What follows belongs to an exercise in optimizing a design on an open flow for small area; a production flow would make more cautious choices.
The RTL was checked by simulation tests, not by an equivalence proof against the original design.

==> inputs of trial 9 <==
## imem_multiport
module imem_multiport #(
  parameter int              NCORES       = 4,
  parameter int              AW           = 5,
  parameter int              DW           = 32,
  parameter logic [29-AW:0]  BASE_ADDRESS = '0,
  parameter logic [DW-1:0]   NOP_WORD     = DW'(32'h0000F020),
  parameter logic [DW-1:0]   DEFAULT_WORD = DW'(32'h0000FFFF),
  parameter logic [5:0]      HALT_OP      = 6'd63
) (
  input  logic                 clk,
  input  logic                 reset_n,
  output logic                 busy,
  input  logic                 ld_we,
  input  logic [AW-1:0]        ld_addr,
  input  logic [DW-1:0]        ld_data,
  output logic                 ld_ack,
  input  logic [NCORES-1:0]    rd_req,
  input  logic [NCORES*32-1:0] rd_addr,
  output logic [NCORES*DW-1:0] rd_data,
  output logic [NCORES-1:0]    rd_valid,
  output logic [NCORES-1:0]    rd_err,
  output logic [NCORES-1:0]    halt_seen
);
==> module imem_multiport, before the edit <==
module imem_multiport #(
  parameter int              NCORES       = 4,
  parameter int              AW           = 5,
  parameter int              DW           = 32,
  parameter logic [29-AW:0]  BASE_ADDRESS = '0,
  parameter logic [DW-1:0]   NOP_WORD     = DW'(32'h0000F020),
  parameter logic [DW-1:0]   DEFAULT_WORD = DW'(32'h0000FFFF),
  parameter logic [5:0]      HALT_OP      = 6'd63
) (
  input  logic                 clk,
  input  logic                 reset_n,
  output logic                 busy,
  input  logic                 ld_we,
  input  logic [AW-1:0]        ld_addr,
  input  logic [DW-1:0]        ld_data,
  output logic                 ld_ack,
  input  logic [NCORES-1:0]    rd_req,
  input  logic [NCORES*32-1:0] rd_addr,
  output logic [NCORES*DW-1:0] rd_data,
  output logic [NCORES-1:0]    rd_valid,
  output logic [NCORES-1:0]    rd_err,
  output logic [NCORES-1:0]    halt_seen
);
  localparam int DEPTH = 2**AW;
  localparam logic [AW-1:0] LAST = AW'(DEPTH - 1);
  logic          run;
  logic [AW-1:0] cnt;
  logic [DEPTH-1:0][DW-1:0] mem;
  assign busy = !run;
  always_ff @(posedge clk) begin
    if (!reset_n) begin
      run <= 1'b0;
      cnt <= '0;
    end else if (!run) begin
      cnt <= cnt + AW'(1);
      if (cnt == LAST) run <= 1'b1;
    end
  end
  logic          we;
  logic [AW-1:0] wa;
  logic [DW-1:0] wd;
  assign we = reset_n && (!run || ld_we);
  assign wa = run ? ld_addr : cnt;
  assign wd = run ? ld_data : NOP_WORD;
  always_ff @(posedge clk) begin
    for (int w = 0; w < DEPTH; w++)
      if (we && wa == AW'(w)) mem[w] <= wd;
  end
  always_ff @(posedge clk) begin
    if (!reset_n) ld_ack <= 1'b0;
    else          ld_ack <= run && ld_we;
  end
  logic [NCORES-1:0] bad;
  logic [DW-1:0]     word [NCORES];
  always_comb begin
    for (int i = 0; i < NCORES; i++) begin
      bad[i] = (rd_addr[32*i +: 2] != 2'b00) ||
               (rd_addr[32*i+AW+2 +: 30-AW] != BASE_ADDRESS);
      word[i] = '0;
      for (int w = 0; w < DEPTH; w++)
        word[i] = word[i] |
                  ({DW{rd_addr[32*i+2 +: AW] == AW'(w) && !bad[i]}} & mem[w]);
    end
  end
  always_ff @(posedge clk) begin
    for (int i = 0; i < NCORES; i++) begin
      rd_err[i]           <= bad[i];
      rd_data[DW*i +: DW] <= word[i] | ({DW{bad[i]}} & DEFAULT_WORD);
    end
  end
  always_ff @(posedge clk) begin
    if (!reset_n) rd_valid <= '0;
    else          rd_valid <= rd_req & {NCORES{run}};
  end
  logic [NCORES-1:0] halt_q;
  always_comb begin
    for (int i = 0; i < NCORES; i++)
      halt_seen[i] = halt_q[i] || (rd_valid[i] && rd_data[DW*i+26 +: 6] == HALT_OP);
  end
  always_ff @(posedge clk) begin
    if (!reset_n) halt_q <= '0;
    else          halt_q <= halt_seen;
  end
endmodule
clock: 4.0 ns
lec_check: 0
cap_margin: 0
core_margin: 2
core_utilization: 44
cts_buf_list: sky130_fd_sc_hd__clkbuf_16
cts_cluster_diameter: 100
cts_cluster_size: 30
gpl_timing_driven: 0
slew_margin: 0
standard.sh (not shown) runs the stock make flow with config.mk's settings and CLKGATE_MAP_FILE= SYNTH_SCRIPT=/design/flow/synth_recipe.tcl, a recipe that flattens the netlist after the stock synthesis.
==> flow/flow/run.sh <==
#!/bin/bash
# The standard layout (standard.sh: standard synthesis through finish), with two
# changes passed to ORFS through its environment:
#  - the port buffers use the smallest buffer cell instead of the default delay buffer;
#  - clock tree synthesis inserts no dummy loads.
# Each ORFS step keeps its own log under orfs/logs/; standard.sh's output goes to standard.log.
set -euo pipefail
export BUFFER_PORTS_ARGS="-buffer_cell sky130_fd_sc_hd__buf_1"
export CTS_ARGS="-sink_clustering_enable -repair_clock_nets -dont_use_dummy_load -sink_clustering_size 30 -sink_clustering_max_diameter 100 -buf_list sky130_fd_sc_hd__clkbuf_16"
bash standard.sh > standard.log 2>&1
==> inputs of trial 72, as changes to trial 9 <==
==> flow/design.v (replaced) <==
module imem_multiport #(
  parameter int              NCORES       = 4,
  parameter int              AW           = 5,
  parameter int              DW           = 32,
  parameter logic [29-AW:0]  BASE_ADDRESS = '0,
  parameter logic [DW-1:0]   NOP_WORD     = DW'(32'h0000F020),
  parameter logic [DW-1:0]   DEFAULT_WORD = DW'(32'h0000FFFF),
  parameter logic [5:0]      HALT_OP      = 6'd63
) (
  input  logic                 clk,
  input  logic                 reset_n,
  output logic                 busy,
  input  logic                 ld_we,
  input  logic [AW-1:0]        ld_addr,
  input  logic [DW-1:0]        ld_data,
  output logic                 ld_ack,
  input  logic [NCORES-1:0]    rd_req,
  input  logic [NCORES*32-1:0] rd_addr,
  output logic [NCORES*DW-1:0] rd_data,
  output logic [NCORES-1:0]    rd_valid,
  output logic [NCORES-1:0]    rd_err,
  output logic [NCORES-1:0]    halt_seen
);
  localparam int DEPTH = 2**AW;
  localparam logic [AW-1:0] LAST = AW'(DEPTH - 1);
  typedef enum logic {INIT, RUN} state_t;
  state_t        state, state_nxt;
  logic [AW-1:0] cnt, cnt_nxt;
  logic          run;
  logic [DW-1:0]     mem [DEPTH];
  logic [NCORES-1:0] addr_bad;
  logic [DW-1:0]     fetch [NCORES];
  assign run  = (state == RUN);
  assign busy = (state == INIT);
  always_ff @(posedge clk) begin
    if (!reset_n) begin
      state <= INIT;
      cnt   <= '0;
    end else begin
      state <= state_nxt;
      cnt   <= cnt_nxt;
    end
  end
  always_comb begin
    state_nxt = state;
    cnt_nxt   = cnt;
    case (state)
      INIT: begin
        cnt_nxt = cnt + AW'(1);
        if (cnt == LAST) state_nxt = RUN;
      end
      RUN:     state_nxt = RUN;
      default: state_nxt = INIT;
    endcase
  end
  always_ff @(posedge clk) begin
    if (reset_n) begin
      if (state == INIT)
        mem[cnt] <= NOP_WORD;
      else if (ld_we)
        mem[ld_addr] <= ld_data;
    end
  end
  always_comb begin
    addr_bad = '0;
    for (int i = 0; i < NCORES; i++) begin
      addr_bad[i] = (rd_addr[32*i +: 2] != 2'b00) ||
                    (rd_addr[32*i+AW+2 +: 30-AW] != BASE_ADDRESS);
      fetch[i]    = mem[rd_addr[32*i+2 +: AW]];
    end
  end
  always_ff @(posedge clk) begin
    if (!reset_n) ld_ack <= 1'b0;
    else          ld_ack <= run && ld_we;
  end
  always_ff @(posedge clk) begin
    if (!reset_n) begin
      rd_valid  <= '0;
      rd_err    <= '0;
      rd_data   <= '0;
      halt_seen <= '0;
    end else begin
      rd_valid <= rd_req & {NCORES{run}};
      for (int i = 0; i < NCORES; i++) begin
        if (run && rd_req[i]) begin
          if (addr_bad[i]) begin
            rd_err[i]            <= 1'b1;
            rd_data[DW*i +: DW]  <= DEFAULT_WORD;
          end else begin
            rd_err[i]            <= 1'b0;
            rd_data[DW*i +: DW]  <= fetch[i];
            if (fetch[i][31:26] == HALT_OP) halt_seen[i] <= 1'b1;
          end
        end
      end
    end
  end
endmodule
==> flow/run.sh (new file) <==
#!/bin/bash
# synth_recipe.tcl (not shown) runs the flow's synth.tcl, then flattens the netlist and writes it again
# the make line also repeats each setting of config.mk as NAME=value (left out here)
make -C /OpenROAD-flow-scripts/flow DESIGN_CONFIG=/design/flow/config.mk WORK_HOME=/design/flow/orfs CLKGATE_MAP_FILE= SYNTH_SCRIPT=/design/flow/synth_recipe.tcl finish
Settings changed: CAP_MARGIN 0 to 20, CORE_UTILIZATION 44 to 30, CTS_BUF_LIST sky130_fd_sc_hd__clkbuf_16 to default, CTS_CLUSTER_DIAMETER 100 to default, CTS_CLUSTER_SIZE 30 to default, GPL_TIMING_DRIVEN 0 to default, SLEW_MARGIN 0 to 20.
removed: flow/flow/run.sh
removed: flow/standard.sh
==> inputs of build 40, as changes to trial 9 <==
--- a/flow/design.v
+++ b/flow/design.v
@@ -69,16 +69,13 @@
     end
   end
   always_ff @(posedge clk) begin
-    if (!reset_n) rd_valid <= '0;
-    else          rd_valid <= rd_req & {NCORES{run}};
-  end
-  logic [NCORES-1:0] halt_q;
-  always_comb begin
-    for (int i = 0; i < NCORES; i++)
-      halt_seen[i] = halt_q[i] || (rd_valid[i] && rd_data[DW*i+26 +: 6] == HALT_OP);
-  end
-  always_ff @(posedge clk) begin
-    if (!reset_n) halt_q <= '0;
-    else          halt_q <= halt_seen;
+    if (!reset_n) begin
+      rd_valid  <= '0;
+      halt_seen <= '0;
+    end else begin
+      rd_valid <= rd_req & {NCORES{run}};
+      for (int i = 0; i < NCORES; i++)
+        if (run && rd_req[i] && word[i][31:26] == HALT_OP) halt_seen[i] <= 1'b1;
+    end
   end
 endmodule
==> flow/run.sh (new file) <==
#!/bin/bash
# synth_recipe.tcl (not shown) runs the flow's synth.tcl, then flattens the netlist and writes it again
# the make line also repeats each setting of config.mk as NAME=value (left out here)
make -C /OpenROAD-flow-scripts/flow DESIGN_CONFIG=/design/flow/config.mk WORK_HOME=/design/flow/orfs CLKGATE_MAP_FILE= SYNTH_SCRIPT=/design/flow/synth_recipe.tcl finish
removed: flow/flow/run.sh
removed: flow/standard.sh
==> results_dict.tcl <==
set metrics [dict create \
    status "did not finish" \
    failed_stage "global routing (5_1_grt)" \
    run.stop_error "[ERROR GRT-0116] Global routing finished with congestion. Check the congestion regions in the DRC Viewer." \
    yosys.area_share.simple_pct 10.75 \
    cts_resized 224 \
    dp_hpwl_mm 530.9 \
    post_cts_buffers 35 \
    use_met3_pct 101.0 \
    ys_top_cells_by_area "edfxtp_1 (47%), a22oi_1 (8.7%), dfxtp_1 (4.5%), mux2i_1 (3.6%), a22o_1 (3.0%)" \
]
That was trial 9.
==> results_dict.tcl <==
set metrics [dict create \
    use_met3_pct 78.78 \
    clk_path_buf_depth 3 \
    dp_hpwl_mm 411.9 \
    cts_resized 287 \
    run.stop_error "[ERROR GRT-0116] Global routing finished with congestion. Check the congestion regions in the DRC Viewer." \
    yosys.area_share.simple_pct 13.62 \
    failed_stage "global routing (5_1_grt)" \
    status "did not finish" \
]
That was build 40.
==> results_dict.tcl <==
set metrics [dict create \
    grt_use_met2_pct 34.57 \
    dp_hpwl_mm 170.6 \
    yosys.area_share.simple_pct 3.671 \
    post_cts_buffers 0 \
    status "finished clean" \
    reg2reg_setup_slack_ns 0.87 \
    cts_resized 0 \
    via_per_inst 6.316 \
]
That was trial 72.

-- separate check: timing with driven ports --
In the flow no input, the clock included, has a driving cell. The finished layout below was timed again as built, in two steps.
Step 1 (the two cells are an assumption about what drives the block):
set clk [get_ports {clk}]
set_driving_cell -lib_cell sky130_fd_sc_hd__clkbuf_16 $clk
set_driving_cell -lib_cell sky130_fd_sc_hd__buf_2 [delete_from_list [all_inputs] $clk]
Step 2, shift: input delay + t, output delay - t, t = (earliest + latest rising clock arrival at the registers) / 2. This alone moves slack from input paths to output paths.
Slacks: ideal / step 1 / step 2; pairs: ideal / step 1.
run: trial 72
t, ns: 0.863
setup slack, ns: 0.657 / 0.700 / -0.163
worst register clock-pin slew, ns: 0.07 / 0.07
Met with ideal ports but missed after step 2: setup timing in trial 72. For trial 72, drivers alone change the setup slack by +0.043 ns; drivers and shift together by -0.820 ns.
